From an optimization exercise on the open Yosys and OpenROAD flow, aimed at small area, a short achievable clock period and few clock cycles per item; shortcuts taken in it are not production practice.
For this run, only the layout was checked, not whether the RTL still works.
Power and IR drop assume default switching activity.

==> design/flow/design.v <==
`default_nettype none
package sa_pkg;
  function automatic integer row_w(input integer rows);
    row_w = (rows > 1) ? $clog2(rows) : 1;
  endfunction
endpackage
`default_nettype wire
`default_nettype none
module sa_pe
#(
  parameter int DATA_W = 8,
  parameter int ACC_W  = 32
) (
  input  logic              clk,
  input  logic              a_neg,
  input  logic              b_neg,
  input  logic              shift,
  input  logic [DATA_W-1:0] a_in,
  input  logic [DATA_W-1:0] b_in,
  input  logic [ACC_W-1:0]  acc_in,
  output logic [ACC_W-1:0]  acc
);
  logic w_sa;
  logic w_sb;
  logic [ACC_W-1:0] r_acc;
  logic [ACC_W-1:0] w_sum;
  assign w_sa = a_neg;
  assign w_sb = b_neg;
  logic w_p0;
  logic w_p1;
  logic w_p2;
  logic w_p3;
  logic w_p4;
  logic w_p5;
  logic w_p6;
  logic w_p7;
  logic w_p8;
  logic w_p9;
  logic w_p10;
  logic w_p11;
  logic w_p12;
  logic w_p13;
  logic w_p14;
  logic w_p15;
  logic w_p16;
  logic w_p17;
  logic w_p18;
  logic w_p19;
  logic w_p20;
  logic w_p21;
  logic w_p22;
  logic w_p23;
  logic w_p24;
  logic w_p25;
  logic w_p26;
  logic w_p27;
  logic w_p28;
  logic w_p29;
  logic w_p30;
  logic w_p31;
  logic w_p32;
  logic w_p33;
  logic w_p34;
  logic w_p35;
  logic w_p36;
  logic w_p37;
  logic w_p38;
  logic w_p39;
  logic w_p40;
  logic w_p41;
  logic w_p42;
  logic w_p43;
  logic w_p44;
  logic w_p45;
  logic w_p46;
  logic w_p47;
  logic w_p48;
  logic w_p49;
  logic w_p50;
  logic w_p51;
  logic w_p52;
  logic w_p53;
  logic w_p54;
  logic w_p55;
  logic w_p56;
  logic w_p57;
  logic w_p58;
  logic w_p59;
  logic w_p60;
  logic w_p61;
  logic w_p62;
  logic w_p63;
  logic w_p64;
  logic w_p65;
  logic w_p66;
  logic w_p67;
  logic w_p68;
  logic w_p69;
  logic w_p70;
  logic w_p71;
  logic w_p72;
  logic w_p73;
  logic w_p74;
  logic w_p75;
  logic w_p76;
  logic w_p77;
  logic w_p78;
  logic w_p79;
  logic w_p80;
  logic w_p81;
  logic w_p82;
  logic w_p83;
  logic w_p84;
  logic w_p85;
  logic w_p86;
  logic w_p87;
  logic w_p88;
  logic w_p89;
  logic w_p90;
  logic w_p91;
  logic w_p92;
  logic w_p93;
  logic w_p94;
  logic w_p95;
  logic w_p96;
  logic w_p97;
  logic w_p98;
  logic w_p99;
  logic w_p100;
  logic w_p101;
  logic w_p102;
  logic w_p103;
  logic w_p104;
  logic w_p105;
  logic w_p106;
  logic w_p107;
  logic w_p108;
  logic w_p109;
  logic w_p110;
  logic w_p111;
  logic [17:0] w_s;
  logic [17:0] w_c;
  logic [17:0] r_s;
  logic [17:0] r_c;
  assign w_p0 = (a_in[0] & b_in[6]) ^ (a_in[1] & b_in[5]);
  assign w_p1 = (a_in[0] & b_in[6]) & (a_in[1] & b_in[5]);
  assign w_p2 = (a_in[0] & b_in[7]) ^ (a_in[1] & b_in[6]) ^ (a_in[2] & b_in[5]);
  assign w_p3 = ((a_in[0] & b_in[7]) & (a_in[1] & b_in[6])) | ((a_in[2] & b_in[5]) & ((a_in[0] & b_in[7]) ^ (a_in[1] & b_in[6])));
  assign w_p4 = (a_in[3] & b_in[4]) ^ (a_in[4] & b_in[3]);
  assign w_p5 = (a_in[3] & b_in[4]) & (a_in[4] & b_in[3]);
  assign w_p6 = (a_in[1] & b_in[7]) ^ (a_in[2] & b_in[6]) ^ (a_in[3] & b_in[5]);
  assign w_p7 = ((a_in[1] & b_in[7]) & (a_in[2] & b_in[6])) | ((a_in[3] & b_in[5]) & ((a_in[1] & b_in[7]) ^ (a_in[2] & b_in[6])));
  assign w_p8 = (a_in[4] & b_in[4]) ^ (a_in[5] & b_in[3]) ^ (a_in[6] & b_in[2]);
  assign w_p9 = ((a_in[4] & b_in[4]) & (a_in[5] & b_in[3])) | ((a_in[6] & b_in[2]) & ((a_in[4] & b_in[4]) ^ (a_in[5] & b_in[3])));
  assign w_p10 = (a_in[7] & b_in[1]) ^ ~(w_sa & b_in[0]);
  assign w_p11 = (a_in[7] & b_in[1]) & ~(w_sa & b_in[0]);
  assign w_p12 = (a_in[2] & b_in[7]) ^ (a_in[3] & b_in[6]) ^ (a_in[4] & b_in[5]);
  assign w_p13 = ((a_in[2] & b_in[7]) & (a_in[3] & b_in[6])) | ((a_in[4] & b_in[5]) & ((a_in[2] & b_in[7]) ^ (a_in[3] & b_in[6])));
  assign w_p14 = (a_in[5] & b_in[4]) ^ (a_in[6] & b_in[3]) ^ (a_in[7] & b_in[2]);
  assign w_p15 = ((a_in[5] & b_in[4]) & (a_in[6] & b_in[3])) | ((a_in[7] & b_in[2]) & ((a_in[5] & b_in[4]) ^ (a_in[6] & b_in[3])));
  assign w_p16 = ~(w_sa & b_in[1]) ^ ~(w_sb & a_in[1]) ^ 1'b1;
  assign w_p17 = (~(w_sa & b_in[1]) & ~(w_sb & a_in[1])) | (1'b1 & (~(w_sa & b_in[1]) ^ ~(w_sb & a_in[1])));
  assign w_p18 = (a_in[3] & b_in[7]) ^ (a_in[4] & b_in[6]) ^ (a_in[5] & b_in[5]);
  assign w_p19 = ((a_in[3] & b_in[7]) & (a_in[4] & b_in[6])) | ((a_in[5] & b_in[5]) & ((a_in[3] & b_in[7]) ^ (a_in[4] & b_in[6])));
  assign w_p20 = (a_in[6] & b_in[4]) ^ (a_in[7] & b_in[3]) ^ ~(w_sa & b_in[2]);
  assign w_p21 = ((a_in[6] & b_in[4]) & (a_in[7] & b_in[3])) | (~(w_sa & b_in[2]) & ((a_in[6] & b_in[4]) ^ (a_in[7] & b_in[3])));
  assign w_p22 = (a_in[4] & b_in[7]) ^ (a_in[5] & b_in[6]) ^ (a_in[6] & b_in[5]);
  assign w_p23 = ((a_in[4] & b_in[7]) & (a_in[5] & b_in[6])) | ((a_in[6] & b_in[5]) & ((a_in[4] & b_in[7]) ^ (a_in[5] & b_in[6])));
  assign w_p24 = (a_in[0] & b_in[4]) ^ (a_in[1] & b_in[3]);
  assign w_p25 = (a_in[0] & b_in[4]) & (a_in[1] & b_in[3]);
  assign w_p26 = (a_in[0] & b_in[5]) ^ (a_in[1] & b_in[4]) ^ (a_in[2] & b_in[3]);
  assign w_p27 = ((a_in[0] & b_in[5]) & (a_in[1] & b_in[4])) | ((a_in[2] & b_in[3]) & ((a_in[0] & b_in[5]) ^ (a_in[1] & b_in[4])));
  assign w_p28 = (a_in[3] & b_in[2]) ^ (a_in[4] & b_in[1]);
  assign w_p29 = (a_in[3] & b_in[2]) & (a_in[4] & b_in[1]);
  assign w_p30 = w_p0 ^ (a_in[2] & b_in[4]) ^ (a_in[3] & b_in[3]);
  assign w_p31 = (w_p0 & (a_in[2] & b_in[4])) | ((a_in[3] & b_in[3]) & (w_p0 ^ (a_in[2] & b_in[4])));
  assign w_p32 = (a_in[4] & b_in[2]) ^ (a_in[5] & b_in[1]) ^ (a_in[6] & b_in[0]);
  assign w_p33 = ((a_in[4] & b_in[2]) & (a_in[5] & b_in[1])) | ((a_in[6] & b_in[0]) & ((a_in[4] & b_in[2]) ^ (a_in[5] & b_in[1])));
  assign w_p34 = w_p1 ^ w_p2 ^ w_p4;
  assign w_p35 = (w_p1 & w_p2) | (w_p4 & (w_p1 ^ w_p2));
  assign w_p36 = (a_in[5] & b_in[2]) ^ (a_in[6] & b_in[1]) ^ (a_in[7] & b_in[0]);
  assign w_p37 = ((a_in[5] & b_in[2]) & (a_in[6] & b_in[1])) | ((a_in[7] & b_in[0]) & ((a_in[5] & b_in[2]) ^ (a_in[6] & b_in[1])));
  assign w_p38 = w_p3 ^ w_p5 ^ w_p6;
  assign w_p39 = (w_p3 & w_p5) | (w_p6 & (w_p3 ^ w_p5));
  assign w_p40 = w_p8 ^ w_p10 ^ ~(w_sb & a_in[0]);
  assign w_p41 = (w_p8 & w_p10) | (~(w_sb & a_in[0]) & (w_p8 ^ w_p10));
  assign w_p42 = w_p7 ^ w_p9 ^ w_p11;
  assign w_p43 = (w_p7 & w_p9) | (w_p11 & (w_p7 ^ w_p9));
  assign w_p44 = w_p12 ^ w_p14 ^ w_p16;
  assign w_p45 = (w_p12 & w_p14) | (w_p16 & (w_p12 ^ w_p14));
  assign w_p46 = w_p13 ^ w_p15 ^ w_p17;
  assign w_p47 = (w_p13 & w_p15) | (w_p17 & (w_p13 ^ w_p15));
  assign w_p48 = w_p18 ^ w_p20 ^ ~(w_sb & a_in[2]);
  assign w_p49 = (w_p18 & w_p20) | (~(w_sb & a_in[2]) & (w_p18 ^ w_p20));
  assign w_p50 = w_p19 ^ w_p21 ^ w_p22;
  assign w_p51 = (w_p19 & w_p21) | (w_p22 & (w_p19 ^ w_p21));
  assign w_p52 = (a_in[7] & b_in[4]) ^ ~(w_sa & b_in[3]) ^ ~(w_sb & a_in[3]);
  assign w_p53 = ((a_in[7] & b_in[4]) & ~(w_sa & b_in[3])) | (~(w_sb & a_in[3]) & ((a_in[7] & b_in[4]) ^ ~(w_sa & b_in[3])));
  assign w_p54 = w_p23 ^ (a_in[5] & b_in[7]) ^ (a_in[6] & b_in[6]);
  assign w_p55 = (w_p23 & (a_in[5] & b_in[7])) | ((a_in[6] & b_in[6]) & (w_p23 ^ (a_in[5] & b_in[7])));
  assign w_p56 = (a_in[7] & b_in[5]) ^ ~(w_sa & b_in[4]) ^ ~(w_sb & a_in[4]);
  assign w_p57 = ((a_in[7] & b_in[5]) & ~(w_sa & b_in[4])) | (~(w_sb & a_in[4]) & ((a_in[7] & b_in[5]) ^ ~(w_sa & b_in[4])));
  assign w_p58 = (a_in[6] & b_in[7]) ^ (a_in[7] & b_in[6]) ^ ~(w_sa & b_in[5]);
  assign w_p59 = ((a_in[6] & b_in[7]) & (a_in[7] & b_in[6])) | (~(w_sa & b_in[5]) & ((a_in[6] & b_in[7]) ^ (a_in[7] & b_in[6])));
  assign w_p60 = (a_in[0] & b_in[3]) ^ (a_in[1] & b_in[2]);
  assign w_p61 = (a_in[0] & b_in[3]) & (a_in[1] & b_in[2]);
  assign w_p62 = w_p24 ^ (a_in[2] & b_in[2]) ^ (a_in[3] & b_in[1]);
  assign w_p63 = (w_p24 & (a_in[2] & b_in[2])) | ((a_in[3] & b_in[1]) & (w_p24 ^ (a_in[2] & b_in[2])));
  assign w_p64 = w_p25 ^ w_p26 ^ w_p28;
  assign w_p65 = (w_p25 & w_p26) | (w_p28 & (w_p25 ^ w_p26));
  assign w_p66 = w_p27 ^ w_p29 ^ w_p30;
  assign w_p67 = (w_p27 & w_p29) | (w_p30 & (w_p27 ^ w_p29));
  assign w_p68 = w_p31 ^ w_p33 ^ w_p34;
  assign w_p69 = (w_p31 & w_p33) | (w_p34 & (w_p31 ^ w_p33));
  assign w_p70 = w_p35 ^ w_p37 ^ w_p38;
  assign w_p71 = (w_p35 & w_p37) | (w_p38 & (w_p35 ^ w_p37));
  assign w_p72 = w_p39 ^ w_p41 ^ w_p42;
  assign w_p73 = (w_p39 & w_p41) | (w_p42 & (w_p39 ^ w_p41));
  assign w_p74 = w_p43 ^ w_p45 ^ w_p46;
  assign w_p75 = (w_p43 & w_p45) | (w_p46 & (w_p43 ^ w_p45));
  assign w_p76 = w_p47 ^ w_p49 ^ w_p50;
  assign w_p77 = (w_p47 & w_p49) | (w_p50 & (w_p47 ^ w_p49));
  assign w_p78 = w_p51 ^ w_p53 ^ w_p54;
  assign w_p79 = (w_p51 & w_p53) | (w_p54 & (w_p51 ^ w_p53));
  assign w_p80 = w_p55 ^ w_p57 ^ w_p58;
  assign w_p81 = (w_p55 & w_p57) | (w_p58 & (w_p55 ^ w_p57));
  assign w_p82 = w_p59 ^ (a_in[7] & b_in[7]) ^ ~(w_sa & b_in[6]);
  assign w_p83 = (w_p59 & (a_in[7] & b_in[7])) | (~(w_sa & b_in[6]) & (w_p59 ^ (a_in[7] & b_in[7])));
  assign w_p84 = (a_in[0] & b_in[2]) ^ (a_in[1] & b_in[1]);
  assign w_p85 = (a_in[0] & b_in[2]) & (a_in[1] & b_in[1]);
  assign w_p86 = w_p60 ^ (a_in[2] & b_in[1]) ^ (a_in[3] & b_in[0]);
  assign w_p87 = (w_p60 & (a_in[2] & b_in[1])) | ((a_in[3] & b_in[0]) & (w_p60 ^ (a_in[2] & b_in[1])));
  assign w_p88 = w_p61 ^ w_p62 ^ (a_in[4] & b_in[0]);
  assign w_p89 = (w_p61 & w_p62) | ((a_in[4] & b_in[0]) & (w_p61 ^ w_p62));
  assign w_p90 = w_p63 ^ w_p64 ^ (a_in[5] & b_in[0]);
  assign w_p91 = (w_p63 & w_p64) | ((a_in[5] & b_in[0]) & (w_p63 ^ w_p64));
  assign w_p92 = w_p65 ^ w_p66 ^ w_p32;
  assign w_p93 = (w_p65 & w_p66) | (w_p32 & (w_p65 ^ w_p66));
  assign w_p94 = w_p67 ^ w_p68 ^ w_p36;
  assign w_p95 = (w_p67 & w_p68) | (w_p36 & (w_p67 ^ w_p68));
  assign w_p96 = w_p69 ^ w_p70 ^ w_p40;
  assign w_p97 = (w_p69 & w_p70) | (w_p40 & (w_p69 ^ w_p70));
  assign w_p98 = w_p71 ^ w_p72 ^ w_p44;
  assign w_p99 = (w_p71 & w_p72) | (w_p44 & (w_p71 ^ w_p72));
  assign w_p100 = w_p73 ^ w_p74 ^ w_p48;
  assign w_p101 = (w_p73 & w_p74) | (w_p48 & (w_p73 ^ w_p74));
  assign w_p102 = w_p75 ^ w_p76 ^ w_p52;
  assign w_p103 = (w_p75 & w_p76) | (w_p52 & (w_p75 ^ w_p76));
  assign w_p104 = w_p77 ^ w_p78 ^ w_p56;
  assign w_p105 = (w_p77 & w_p78) | (w_p56 & (w_p77 ^ w_p78));
  assign w_p106 = w_p79 ^ w_p80 ^ ~(w_sb & a_in[5]);
  assign w_p107 = (w_p79 & w_p80) | (~(w_sb & a_in[5]) & (w_p79 ^ w_p80));
  assign w_p108 = w_p81 ^ w_p82 ^ ~(w_sb & a_in[6]);
  assign w_p109 = (w_p81 & w_p82) | (~(w_sb & a_in[6]) & (w_p81 ^ w_p82));
  assign w_p110 = w_p83 ^ ~(w_sa & b_in[7]) ^ ~(w_sb & a_in[7]);
  assign w_p111 = (w_p83 & ~(w_sa & b_in[7])) | (~(w_sb & a_in[7]) & (w_p83 ^ ~(w_sa & b_in[7])));
  assign w_s = {1'b0, w_p111, w_p109, w_p107, w_p105, w_p103, w_p101, w_p99, w_p97, w_p95, w_p93, w_p91, w_p89, w_p87, w_p85, w_p84, (a_in[0] & b_in[1]), (a_in[0] & b_in[0])};
  assign w_c = {1'b0, (w_sa & w_sb), w_p110, w_p108, w_p106, w_p104, w_p102, w_p100, w_p98, w_p96, w_p94, w_p92, w_p90, w_p88, w_p86, (a_in[2] & b_in[0]), (a_in[1] & b_in[0]), 1'b0};
  always_ff @(posedge clk) begin
    r_s <= w_s;
    r_c <= w_c;
  end
  logic [19:0] w_l0;
  logic [19:0] w_l1;
  logic [17:0] w_lo;
  logic [1:0] w_e;
  logic w_g;
  logic [13:0] w_hi_m;
  logic [13:0] w_hi_p;
  logic [13:0] w_hi0;
  logic [13:0] w_hi1;
  logic [13:0] w_hi;
  logic w_q0;
  logic w_q1;
  logic w_q2;
  logic w_q3;
  logic w_q4;
  logic w_q5;
  logic w_q6;
  logic w_q7;
  logic w_q8;
  logic w_q9;
  logic w_q10;
  logic w_q11;
  logic w_q12;
  logic w_q13;
  logic w_q14;
  logic w_q15;
  logic w_q16;
  logic w_q17;
  logic w_q18;
  logic w_q19;
  logic w_q20;
  logic w_q21;
  logic w_q22;
  logic w_q23;
  logic w_q24;
  logic w_q25;
  logic w_q26;
  logic w_q27;
  logic w_q28;
  logic w_q29;
  logic w_q30;
  logic w_q31;
  logic w_q32;
  logic w_q33;
  logic w_q34;
  logic w_q35;
  logic w_q36;
  logic w_q37;
  assign w_q0 = r_acc[17] ^ r_s[17];
  assign w_q1 = r_acc[17] & r_s[17];
  assign w_q2 = r_acc[0] ^ r_s[0];
  assign w_q3 = r_acc[0] & r_s[0];
  assign w_q4 = r_acc[1] ^ r_s[1] ^ r_c[1];
  assign w_q5 = (r_acc[1] & r_s[1]) | (r_c[1] & (r_acc[1] ^ r_s[1]));
  assign w_q6 = r_acc[2] ^ r_s[2] ^ r_c[2];
  assign w_q7 = (r_acc[2] & r_s[2]) | (r_c[2] & (r_acc[2] ^ r_s[2]));
  assign w_q8 = r_acc[3] ^ r_s[3] ^ r_c[3];
  assign w_q9 = (r_acc[3] & r_s[3]) | (r_c[3] & (r_acc[3] ^ r_s[3]));
  assign w_q10 = r_acc[4] ^ r_s[4] ^ r_c[4];
  assign w_q11 = (r_acc[4] & r_s[4]) | (r_c[4] & (r_acc[4] ^ r_s[4]));
  assign w_q12 = r_acc[5] ^ r_s[5] ^ r_c[5];
  assign w_q13 = (r_acc[5] & r_s[5]) | (r_c[5] & (r_acc[5] ^ r_s[5]));
  assign w_q14 = r_acc[6] ^ r_s[6] ^ r_c[6];
  assign w_q15 = (r_acc[6] & r_s[6]) | (r_c[6] & (r_acc[6] ^ r_s[6]));
  assign w_q16 = r_acc[7] ^ r_s[7] ^ r_c[7];
  assign w_q17 = (r_acc[7] & r_s[7]) | (r_c[7] & (r_acc[7] ^ r_s[7]));
  assign w_q18 = r_acc[8] ^ r_s[8] ^ r_c[8];
  assign w_q19 = (r_acc[8] & r_s[8]) | (r_c[8] & (r_acc[8] ^ r_s[8]));
  assign w_q20 = r_acc[9] ^ r_s[9] ^ r_c[9];
  assign w_q21 = (r_acc[9] & r_s[9]) | (r_c[9] & (r_acc[9] ^ r_s[9]));
  assign w_q22 = r_acc[10] ^ r_s[10] ^ r_c[10];
  assign w_q23 = (r_acc[10] & r_s[10]) | (r_c[10] & (r_acc[10] ^ r_s[10]));
  assign w_q24 = r_acc[11] ^ r_s[11] ^ r_c[11];
  assign w_q25 = (r_acc[11] & r_s[11]) | (r_c[11] & (r_acc[11] ^ r_s[11]));
  assign w_q26 = r_acc[12] ^ r_s[12] ^ r_c[12];
  assign w_q27 = (r_acc[12] & r_s[12]) | (r_c[12] & (r_acc[12] ^ r_s[12]));
  assign w_q28 = r_acc[13] ^ r_s[13] ^ r_c[13];
  assign w_q29 = (r_acc[13] & r_s[13]) | (r_c[13] & (r_acc[13] ^ r_s[13]));
  assign w_q30 = r_acc[14] ^ r_s[14] ^ r_c[14];
  assign w_q31 = (r_acc[14] & r_s[14]) | (r_c[14] & (r_acc[14] ^ r_s[14]));
  assign w_q32 = r_acc[15] ^ r_s[15] ^ r_c[15];
  assign w_q33 = (r_acc[15] & r_s[15]) | (r_c[15] & (r_acc[15] ^ r_s[15]));
  assign w_q34 = r_acc[16] ^ r_s[16] ^ r_c[16];
  assign w_q35 = (r_acc[16] & r_s[16]) | (r_c[16] & (r_acc[16] ^ r_s[16]));
  assign w_q36 = w_q0 ^ r_c[17] ^ 1'b1;
  assign w_q37 = (w_q0 & r_c[17]) | (1'b1 & (w_q0 ^ r_c[17]));
  assign w_l0 = {1'b0, w_q37, w_q35, w_q33, w_q31, w_q29, w_q27, w_q25, w_q23, w_q21, w_q19, w_q17, w_q15, w_q13, w_q11, w_q9, w_q7, w_q5, w_q3, w_q2};
  assign w_l1 = {1'b0, w_q1, w_q36, w_q34, w_q32, w_q30, w_q28, w_q26, w_q24, w_q22, w_q20, w_q18, w_q16, w_q14, w_q12, w_q10, w_q8, w_q6, w_q4, r_c[0]};
  assign w_e = w_l0[19:18] + w_l1[19:18];
  logic [17:0] w_ag;
  logic [17:0] w_ap;
  assign w_ag = w_l0[17:0] & w_l1[17:0];
  assign w_ap = w_l0[17:0] ^ w_l1[17:0];
  logic w_an0g;
  assign w_an0g = w_ag[1] | (w_ap[1] & w_ag[0]);
  logic w_an0p;
  assign w_an0p = w_ap[1] & w_ap[0];
  logic w_an1g;
  assign w_an1g = w_ag[3] | (w_ap[3] & w_ag[2]);
  logic w_an1p;
  assign w_an1p = w_ap[3] & w_ap[2];
  logic w_an2g;
  assign w_an2g = w_ag[5] | (w_ap[5] & w_ag[4]);
  logic w_an2p;
  assign w_an2p = w_ap[5] & w_ap[4];
  logic w_an3g;
  assign w_an3g = w_ag[7] | (w_ap[7] & w_ag[6]);
  logic w_an3p;
  assign w_an3p = w_ap[7] & w_ap[6];
  logic w_an4g;
  assign w_an4g = w_ag[9] | (w_ap[9] & w_ag[8]);
  logic w_an4p;
  assign w_an4p = w_ap[9] & w_ap[8];
  logic w_an5g;
  assign w_an5g = w_ag[11] | (w_ap[11] & w_ag[10]);
  logic w_an5p;
  assign w_an5p = w_ap[11] & w_ap[10];
  logic w_an6g;
  assign w_an6g = w_ag[13] | (w_ap[13] & w_ag[12]);
  logic w_an6p;
  assign w_an6p = w_ap[13] & w_ap[12];
  logic w_an7g;
  assign w_an7g = w_ag[15] | (w_ap[15] & w_ag[14]);
  logic w_an7p;
  assign w_an7p = w_ap[15] & w_ap[14];
  logic w_an8g;
  assign w_an8g = w_ag[17] | (w_ap[17] & w_ag[16]);
  logic w_an8p;
  assign w_an8p = w_ap[17] & w_ap[16];
  logic w_an9g;
  assign w_an9g = w_ag[2] | (w_ap[2] & w_an0g);
  logic w_an9p;
  assign w_an9p = w_ap[2] & w_an0p;
  logic w_an10g;
  assign w_an10g = w_an1g | (w_an1p & w_an0g);
  logic w_an10p;
  assign w_an10p = w_an1p & w_an0p;
  logic w_an11g;
  assign w_an11g = w_ag[6] | (w_ap[6] & w_an2g);
  logic w_an11p;
  assign w_an11p = w_ap[6] & w_an2p;
  logic w_an12g;
  assign w_an12g = w_an3g | (w_an3p & w_an2g);
  logic w_an12p;
  assign w_an12p = w_an3p & w_an2p;
  logic w_an13g;
  assign w_an13g = w_ag[10] | (w_ap[10] & w_an4g);
  logic w_an13p;
  assign w_an13p = w_ap[10] & w_an4p;
  logic w_an14g;
  assign w_an14g = w_an5g | (w_an5p & w_an4g);
  logic w_an14p;
  assign w_an14p = w_an5p & w_an4p;
  logic w_an15g;
  assign w_an15g = w_ag[14] | (w_ap[14] & w_an6g);
  logic w_an15p;
  assign w_an15p = w_ap[14] & w_an6p;
  logic w_an16g;
  assign w_an16g = w_an7g | (w_an7p & w_an6g);
  logic w_an16p;
  assign w_an16p = w_an7p & w_an6p;
  logic w_an17g;
  assign w_an17g = w_ag[4] | (w_ap[4] & w_an10g);
  logic w_an17p;
  assign w_an17p = w_ap[4] & w_an10p;
  logic w_an18g;
  assign w_an18g = w_an2g | (w_an2p & w_an10g);
  logic w_an18p;
  assign w_an18p = w_an2p & w_an10p;
  logic w_an19g;
  assign w_an19g = w_an11g | (w_an11p & w_an10g);
  logic w_an19p;
  assign w_an19p = w_an11p & w_an10p;
  logic w_an20g;
  assign w_an20g = w_an12g | (w_an12p & w_an10g);
  logic w_an20p;
  assign w_an20p = w_an12p & w_an10p;
  logic w_an21g;
  assign w_an21g = w_ag[12] | (w_ap[12] & w_an14g);
  logic w_an21p;
  assign w_an21p = w_ap[12] & w_an14p;
  logic w_an22g;
  assign w_an22g = w_an6g | (w_an6p & w_an14g);
  logic w_an22p;
  assign w_an22p = w_an6p & w_an14p;
  logic w_an23g;
  assign w_an23g = w_an15g | (w_an15p & w_an14g);
  logic w_an23p;
  assign w_an23p = w_an15p & w_an14p;
  logic w_an24g;
  assign w_an24g = w_an16g | (w_an16p & w_an14g);
  logic w_an24p;
  assign w_an24p = w_an16p & w_an14p;
  logic w_an25g;
  assign w_an25g = w_ag[8] | (w_ap[8] & w_an20g);
  logic w_an25p;
  assign w_an25p = w_ap[8] & w_an20p;
  logic w_an26g;
  assign w_an26g = w_an4g | (w_an4p & w_an20g);
  logic w_an26p;
  assign w_an26p = w_an4p & w_an20p;
  logic w_an27g;
  assign w_an27g = w_an13g | (w_an13p & w_an20g);
  logic w_an27p;
  assign w_an27p = w_an13p & w_an20p;
  logic w_an28g;
  assign w_an28g = w_an14g | (w_an14p & w_an20g);
  logic w_an28p;
  assign w_an28p = w_an14p & w_an20p;
  logic w_an29g;
  assign w_an29g = w_an21g | (w_an21p & w_an20g);
  logic w_an29p;
  assign w_an29p = w_an21p & w_an20p;
  logic w_an30g;
  assign w_an30g = w_an22g | (w_an22p & w_an20g);
  logic w_an30p;
  assign w_an30p = w_an22p & w_an20p;
  logic w_an31g;
  assign w_an31g = w_an23g | (w_an23p & w_an20g);
  logic w_an31p;
  assign w_an31p = w_an23p & w_an20p;
  logic w_an32g;
  assign w_an32g = w_an24g | (w_an24p & w_an20g);
  logic w_an32p;
  assign w_an32p = w_an24p & w_an20p;
  logic w_an33g;
  assign w_an33g = w_ag[16] | (w_ap[16] & w_an32g);
  logic w_an33p;
  assign w_an33p = w_ap[16] & w_an32p;
  logic w_an34g;
  assign w_an34g = w_an8g | (w_an8p & w_an32g);
  logic w_an34p;
  assign w_an34p = w_an8p & w_an32p;
  assign w_lo = {(w_ap[17] ^ w_an33g), (w_ap[16] ^ w_an32g), (w_ap[15] ^ w_an31g), (w_ap[14] ^ w_an30g), (w_ap[13] ^ w_an29g), (w_ap[12] ^ w_an28g), (w_ap[11] ^ w_an27g), (w_ap[10] ^ w_an26g), (w_ap[9] ^ w_an25g), (w_ap[8] ^ w_an20g), (w_ap[7] ^ w_an19g), (w_ap[6] ^ w_an18g), (w_ap[5] ^ w_an17g), (w_ap[4] ^ w_an10g), (w_ap[3] ^ w_an9g), (w_ap[2] ^ w_an0g), (w_ap[1] ^ w_ag[0]), w_ap[0]};
  assign w_g = w_an34g;
  assign w_hi_p[0] = 1'b1;
  assign w_hi_m[0] = 1'b1;
  assign w_hi_p[1] = &r_acc[18:18];
  assign w_hi_m[1] = ~|r_acc[18:18];
  assign w_hi_p[2] = &r_acc[19:18];
  assign w_hi_m[2] = ~|r_acc[19:18];
  assign w_hi_p[3] = &r_acc[20:18];
  assign w_hi_m[3] = ~|r_acc[20:18];
  assign w_hi_p[4] = &r_acc[21:18];
  assign w_hi_m[4] = ~|r_acc[21:18];
  assign w_hi_p[5] = &r_acc[22:18];
  assign w_hi_m[5] = ~|r_acc[22:18];
  assign w_hi_p[6] = &r_acc[23:18];
  assign w_hi_m[6] = ~|r_acc[23:18];
  assign w_hi_p[7] = &r_acc[24:18];
  assign w_hi_m[7] = ~|r_acc[24:18];
  assign w_hi_p[8] = &r_acc[25:18];
  assign w_hi_m[8] = ~|r_acc[25:18];
  assign w_hi_p[9] = &r_acc[26:18];
  assign w_hi_m[9] = ~|r_acc[26:18];
  assign w_hi_p[10] = &r_acc[27:18];
  assign w_hi_m[10] = ~|r_acc[27:18];
  assign w_hi_p[11] = &r_acc[28:18];
  assign w_hi_m[11] = ~|r_acc[28:18];
  assign w_hi_p[12] = &r_acc[29:18];
  assign w_hi_m[12] = ~|r_acc[29:18];
  assign w_hi_p[13] = &r_acc[30:18];
  assign w_hi_m[13] = ~|r_acc[30:18];
  assign w_hi0 = r_acc[ACC_W-1:18] ^ (w_e[1] ? w_hi_p : (w_hi_m & {14{~w_e[0]}}));
  assign w_hi1 = r_acc[ACC_W-1:18] ^ (w_hi_p & {14{w_e[0]}});
  assign w_hi = w_g ? w_hi1 : w_hi0;
  assign w_sum = {w_hi, w_lo};
  always_ff @(posedge clk) begin
    if (shift) r_acc <= acc_in;
    else       r_acc <= w_sum;
  end
  assign acc = r_acc;
endmodule
`default_nettype wire
`default_nettype none
module systolic_array_os_ctrl
#(
  parameter int ROWS   = 4,
  parameter int COLS   = 4,
  parameter int DATA_W = 8,
  parameter int ACC_W  = 32,
  parameter int KLEN_W = 16,
  localparam int OROW_W = (ROWS > 1) ? $clog2(ROWS) : 1
) (
  input  logic                     clk,
  input  logic                     rst_n,
  input  logic                     start,
  input  logic [KLEN_W-1:0]        k_len,
  input  logic                     signed_en,
  output logic                     busy,
  input  logic                     in_valid,
  output logic                     in_ready,
  input  logic [ROWS*DATA_W-1:0]   a_data,
  input  logic [COLS*DATA_W-1:0]   b_data,
  output logic                     out_valid,
  input  logic                     out_ready,
  output logic [OROW_W-1:0]        out_row,
  output logic [COLS*ACC_W-1:0]    out_data,
  output logic                     done
);
  localparam int c_row_w = sa_pkg::row_w(ROWS);
  logic                  r_busy;
  logic                  r_load;
  logic                  r_rdy;
  logic                  r_out;
  logic                  r_done;
  logic                  r_signed;
  logic                  r_dirty;
  logic                  r_wait;
  logic [1:0]            r_zcnt;
  logic [KLEN_W-1:0]     r_rem;
  logic [c_row_w-1:0]    r_row;
  logic                  r_l1;
  logic                  r_l2;
  logic                  w_beat;
  logic                  w_last;
  logic                  w_take;
  logic                  w_shift;
  logic [ROWS*DATA_W-1:0] r_a;
  logic [COLS*DATA_W-1:0] r_b;
  logic [ROWS-1:0]        r_as;
  logic [COLS-1:0]        r_bs;
  logic [ACC_W-1:0]       w_acc [ROWS+1][COLS];
  assign w_beat  = r_load & in_valid;
  assign w_last  = (r_rem == KLEN_W'(1));
  assign w_take  = r_out & out_ready;
  assign w_shift = w_take | r_dirty;
  always_ff @(posedge clk or negedge rst_n) begin
    if (!rst_n) r_rdy <= 1'b0;
    else        r_rdy <= (!r_busy && start && !r_dirty && k_len != '0) ||
                         (r_wait && !r_dirty && r_rem != '0) ||
                         (r_load && !(in_valid && w_last));
  end
  always_ff @(posedge clk or negedge rst_n) begin
    if (!rst_n) begin
      r_busy   <= 1'b0;
      r_load   <= 1'b0;
      r_out    <= 1'b0;
      r_done   <= 1'b0;
      r_signed <= 1'b0;
      r_dirty  <= 1'b1;
      r_wait   <= 1'b0;
      r_zcnt   <= '0;
      r_rem    <= '0;
      r_row    <= '0;
      r_l1     <= 1'b0;
      r_l2     <= 1'b0;
    end else begin
      r_done <= 1'b0;
      r_l1   <= w_beat & w_last;
      r_l2   <= r_l1;
      if (r_dirty) begin
        r_zcnt <= r_zcnt + 1'b1;
        if (r_zcnt == 2'd3) r_dirty <= 1'b0;
      end
      if (!r_busy) begin
        if (start) begin
          r_busy   <= 1'b1;
          r_signed <= signed_en;
          r_rem    <= k_len;
          if (r_dirty)             r_wait <= 1'b1;
          else if (k_len != '0)    r_load <= 1'b1;
          else                     r_out  <= 1'b1;
        end
      end
      if (r_wait && !r_dirty) begin
        r_wait <= 1'b0;
        if (r_rem != '0) r_load <= 1'b1;
        else             r_out  <= 1'b1;
      end
      if (w_beat) begin
        r_rem <= r_rem - 1'b1;
        if (w_last) r_load <= 1'b0;
      end
      if (r_l2) r_out <= 1'b1;
      if (w_take) begin
        r_row <= r_row + 1'b1;
        if (r_row == c_row_w'(ROWS - 1)) begin
          r_out  <= 1'b0;
          r_busy <= 1'b0;
          r_done <= 1'b1;
        end
      end
    end
  end
  always_ff @(posedge clk) begin
    r_a <= w_beat ? a_data : '0;
    r_b <= b_data;
    for (int i = 0; i < ROWS; i++) r_as[i] <= w_beat & r_signed & a_data[i*DATA_W + DATA_W-1];
    for (int j = 0; j < COLS; j++) r_bs[j] <= r_signed & b_data[j*DATA_W + DATA_W-1];
  end
  for (genvar gj = 0; gj < COLS; gj++) begin : g_zero
    assign w_acc[ROWS][gj] = '0;
  end
  for (genvar gi = 0; gi < ROWS; gi++) begin : g_pe_row
    for (genvar gj = 0; gj < COLS; gj++) begin : g_pe_col
      sa_pe #(
        .DATA_W (DATA_W),
        .ACC_W  (ACC_W)
      ) u_pe (
        .clk       (clk),
        .a_neg     (r_as[gi]),
        .b_neg     (r_bs[gj]),
        .shift     (w_shift),
        .a_in      (r_a[gi*DATA_W +: DATA_W]),
        .b_in      (r_b[gj*DATA_W +: DATA_W]),
        .acc_in    (w_acc[gi+1][gj]),
        .acc       (w_acc[gi][gj])
      );
    end
  end
  for (genvar gj = 0; gj < COLS; gj++) begin : g_out
    assign out_data[gj*ACC_W +: ACC_W] = w_acc[0][gj];
  end
  assign busy      = r_busy;
  assign in_ready  = r_rdy;
  assign out_valid = r_out;
  assign out_row   = r_row;
  assign done      = r_done;
endmodule
`default_nettype wire
==> design/flow/flow/run.sh <==
#!/bin/bash
# The standard synthesis and layout, with these changes to how the layout
# is made (the SDC is unchanged):
#  - ORFS's timing repair aims for setup slack beyond the clock period's
#    (SETUP_SLACK_MARGIN);
#  - clock tree synthesis adds no dummy loads;
#  - the port buffers are buf_2 cells (repair may resize them).
# Each step's full output goes to a log file in the folder this runs in.
set -euo pipefail
MARGIN=6.6
export SETUP_SLACK_MARGIN=$MARGIN
export CTS_ARGS="-sink_clustering_enable -repair_clock_nets -dont_use_dummy_load"
export BUFFER_PORTS_ARGS="-buffer_cell sky130_fd_sc_hd__buf_2"
bash standard.sh synth > synth.log 2>&1
bash standard.sh SETUP_SLACK_MARGIN=$MARGIN "CTS_ARGS=$CTS_ARGS" "BUFFER_PORTS_ARGS=$BUFFER_PORTS_ARGS" finish > layout.log 2>&1
==> design/flow/standard.sh <==
#!/bin/bash
# synth_recipe.tcl (not shown) runs the flow's synth.tcl, then flattens the netlist and writes it again
# the make line also repeats each setting of config.mk as NAME=value (left out here)
make -C /OpenROAD-flow-scripts/flow DESIGN_CONFIG=/design/flow/config.mk WORK_HOME=/design/flow/orfs CLKGATE_MAP_FILE= SYNTH_SCRIPT=/design/flow/synth_recipe.tcl "${@:-finish}"
==> design/flow/config.mk <==
export PLATFORM = sky130hd
export DESIGN_NAME = systolic_array_os_ctrl
export DESIGN_NICKNAME = systolic_array_os_ctrl
export VERILOG_FILES = /design/flow/design.v
export SDC_FILE = /design/flow/constraint.sdc
export NUM_CORES = 4
export LEC_CHECK = 0
export CAP_MARGIN = 20
export CORE_MARGIN = 2
export CORE_UTILIZATION = 60
export PLACE_DENSITY = 0.7
export SLEW_MARGIN = 20
==> design/flow/constraint.sdc <==
create_clock -name core_clock -period 10.0 [get_ports {clk}]
set_input_delay 2.0000 -clock core_clock [delete_from_list [all_inputs] [get_ports {clk}]]
set_output_delay 2.0000 -clock core_clock [all_outputs]
set_load 0.01 [all_outputs]
==> results.txt <==
==> Yosys cell counts, types with 52 or more instances <==
cell,number,area share [%]
nand2_1,1278,6.0
inv_1,1126,5.3
dfxtp_1,1112,28
fa_1,1088,27
and2_1,724,5.6
clkbuf_1,420,2.0
ha_1,420,6.6
o21ai_0,340,2.1
nor2_1,281,1.3
a21oi_1,220,1.4
xnor2_1,172,1.9
mux2i_1,160,2.0
xor2_1,118,1.3
and3_1,102,0.80
nor3_1,96,0.60
nand2b_1,73,0.57
nand3_1,67,0.42
a21o_1,62,0.58
o311ai_0,54,0.59
or3_1,52,0.41
==> how the worst max path moves through the flow <==
stage                                                     start                                                end  slack (ns)  depth (start not counted)
5_1_grt        g_pe_row[3].g_pe_col[2].u_pe.r_acc[2]$_SDFF_PP0_  g_pe_row[3].g_pe_col[2].u_pe.r_acc[21]$_SDFF_PP0_        6.40                         12
2_1_floorplan     g_pe_row[0].g_pe_col[1].u_pe.r_acc[3]$_DFF_P_     g_pe_row[0].g_pe_col[1].u_pe.r_acc[26]$_DFF_P_        6.62                         13
3_3_place_gp                                          out_ready     g_pe_row[2].g_pe_col[2].u_pe.r_acc[30]$_DFF_P_        5.26                          8
6_report       g_pe_row[3].g_pe_col[2].u_pe.r_acc[2]$_SDFF_PP0_  g_pe_row[3].g_pe_col[2].u_pe.r_acc[26]$_SDFF_PP0_        6.51                         12
4_1_cts             g_pe_row[3].g_pe_col[2].u_pe.r_s[2]$_DFF_P_  g_pe_row[3].g_pe_col[2].u_pe.r_acc[29]$_SDFF_PP0_        6.44                         12
3_5_place_dp                                          out_ready     g_pe_row[2].g_pe_col[2].u_pe.r_acc[30]$_DFF_P_        5.20                          8
==> final cells by class <==
type | count | area, sq um | area share, %
Multi-Input combinational cell | 5794 | 52300 | 59.4
Sequential cell | 1142 | 23100 | 26.3
Inverter | 1126 | 4230 | 4.80
Clock buffer | 137 | 3430 | 3.89
Timing Repair Buffer | 398 | 2750 | 3.12
Tap cell | 1768 | 2210 | 2.51
Antenna cell | 5 | 12.5 | 0.0142
==> power breakdown <==
| part | leakage, nW | internal, mW | total, mW | switching (mW) |
|---|---|---|---|---|
| Sequential | 9.66 | 6.33 | 7.91 | 1.57 |
| Combinational | 29.1 | 7.09 | 15.3 | 8.24 |
| Clock | 1.69 | 2.39 | 4.20 | 1.81 |
| Total | 40.4 | 15.8 | 27.4 | 11.6 |
==> worst reg2reg max path: stages, from the launching register on <==
cell	delay (ns)
dfxtp_2	0.33
fa_1	0.61
ha_4	0.24
a211oi_4	0.21
o21bai_2	0.12
o41a_1	0.41
a221o_1	0.44
a211oi_2	0.25
buf_6	0.18
nor2_4	0.07
buf_12	0.15
mux2i_2	0.18
mux2i_1	0.20
==> sequential cells by signal, summed over array words and instances (netlist names), 2 cells and up <==
name                          cells
g_pe_row.g_pe_col.u_pe.r_acc    512
g_pe_row.g_pe_col.u_pe.r_c      256
g_pe_row.g_pe_col.u_pe.r_s      272
r_a                              32
r_as                              4
r_b                              32
r_bs                              4
r_rem                            16
r_row                             2
r_zcnt                            2
==> logic make-up (layout without fill, tap and decap cells) <==
logic type               Yosys count  after routing  synth area share [%]
multiplexers                     165            165                  2.07
XOR/XNOR                         290            290                  3.17
flip-flops                      1142           1142                  28.7
adder cells (fa/ha/maj)         1508           1508                  33.7
AO/OA/AOI/OAI                    939            943                  7.23
buffers and inverters           1575           1661                  7.46
other                              0              5                     0
AND/OR/NAND/NOR                 2884           2888                  17.7
==> timing repair <==
item | CTS | global route
pin swaps | 29 | 88
hold buffers | 0 | 0
gates cloned | 6 | 10
buffers inserted | 28 | 60
resized for setup | 137 | 178
endpoints found under the setup margin | 309 | 263
==> routing by layer <==
| layer | global-route usage (%) | vias up | share of wire, % |
|---|---|---|---|
| met2 | 47.9 | 1908 | 46 |
| met1 | 40.8 | 29336 | 43 |
| met4 | 10.0 | 10 | 3.4 |
| met3 | 4.72 | 357 | 7.3 |
| met5 | 0.178 | - | 0.037 |
| li1 | - | 26844 | - |
==> reports/results.txt <==
Synth Cell Area: 80200 sq um
Core Box Area: 133000 sq um
Cells after DPL: 10.1k
Min Tclk post-route: 3.49 ns
DIE WIDTH: 370 um
Hold Path Class: register to register
CTS root buf: clkbuf_16
Worst slack, placed: 5.20 ns
Final hold violation count: 0
VDD IR max: 164 uV
Fmax: 0.286 GHz
Largest stage delay, worst path: 0.61 ns
R2R depth: 12
Hold path startpoint: r_l1$_DFF_PN0_
Die Area: 137000 sq um
Clock skew: 0.0641 ns
Yosys warns: 4
Vias in the first global route: 60.3k
Detailed placement HPWL: 132000 um
Worst reg2reg endpoint: g_pe_row[3].g_pe_col[2].u_pe.r_acc[26]$_SDFF_PP0_
CP required: 10.67 ns
Slew @ Worst Pin: 0.980 ns
Design Area, Final: 88100 sq um
Hold Path Stages: 0
R2R Setup Slk: 6.51 ns
RR Startpoint: g_pe_row[3].g_pe_col[2].u_pe.r_acc[2]$_SDFF_PP0_
Sink Count: 1142
RD Place Congestion: 0.873
DIE HEIGHT: 370 um
Max-slew headroom: 34.7%
Mapped Cells: 8503
GRT Util Overall: 29.6%
Buf/Inv on CP: 2
Register area share after synthesis: 28.7%
Setup CP Type: register to register
Global-route congestion overflow total: 0
Setup WS post-layout: 6.51 ns
TNS Setup: 0 ns
Endpoints failing setup: 0
Worst-path cell chain: fa_1, ha_4, a211oi_4, o21bai_2, o41a_1, a221o_1, a211oi_2, buf_6, nor2_4, buf_12, mux2i_2, mux2i_1
Crit Path Max Fanout: 7
Dpl cell area: 82500 sq um
Post-synth EDFFs: 0
TritonCTS clock tree: built
Fin Hold WS: 0.356 ns
Crit path max-delay family: compound AO/OA/AOI/OAI gates
Port Buffer Count: 219
CTS clk-pin slew, worst paths: 0.06 ns
Total Wirelength: 202000 um
CP Capture Type: register
Initial antenna violation count: 6
Clock latency on the worst-skew pair: 0.78 ns
Commonest cells after routing, fill and taps aside: nand2_1, inv_1, fa_1
Starting DRT DRC Count: 4238
Via/cell ratio: 5.64
Max-slew violation count: 0
Num ports: 220
WL/cell: 19.5 um
Primary FF master, synth: dfxtp_1
Pwr Density: 312 nW/um^2
Largest net degree at the start of global routing: 192
RSZ-0062 raised after global routing: true
Starting Density: 60.2%
Synthesized Nets: 10.1k
Mapped Avg Cell Area: 9.43 sq um
#FFs+latches synth: 1142
Max clock buf depth: 3
Remaining antenna violation count: 0
Period utilization: 34.9%
Most common cell after layout, fill and taps aside: nand2_1
DR vias: 58.5k
Layout fillers: 10.7k
Final core occ: 66.2%
# DRC: 0
Worst setup SP type: register
Async set-or-reset flop fraction in the synthesized netlist: 2.63%
Number of H-tree levels: 4
Pwr Total: 27.4 mW
CP arrival: 4.17 ns
Fin cells: 10.4k
Leak: 40.4 nW
Synthesis-to-finish area growth: 9.81%
Row cnt: 134
Count of cell types in the netlist: 87
Share of layout cells above drive strength 1: 9.24%
Layout Nets: 10.2k
CP max-delay cell: fa_1
Status: finished clean
Max Cap Viol: 0
Total CTS buffers: 137
First-pass iteration count of the detailed router: 5
First-pass GRT wire length: 321000 um
WHS Endpoint: r_l2$_DFF_PN0_

## port drivers added, routing unchanged
No port has a modelled driver above. Below, the same layout with a new extraction and two added sets of constraints. Step 1 sets driving cells, clkbuf_16 on the clock port and buf_2 on the other inputs (assumed; they add their load-dependent delay and slew). Step 2 times the ports against the registers' clock, not the clock port: input delays grow and output delays shrink by t, the midpoint of the rising clock arrivals with the driver on. a / b / c = ideal ports / drivers / drivers and shift; a / b = the first two.
t (ns): 0.830
setup WS [ns]: 6.507 / 6.507 / 5.867
hold WS [ns]: 0.356 / 0.356 / 0.356
clock arrival spread, ns: 0.073 / 0.073
slew at the worst register clock pin (ns): 0.06 / 0.06
After both steps setup and hold are still met in this run. The setup slack of this run moves by 0.000 ns with the drivers and by -0.640 ns with both steps.
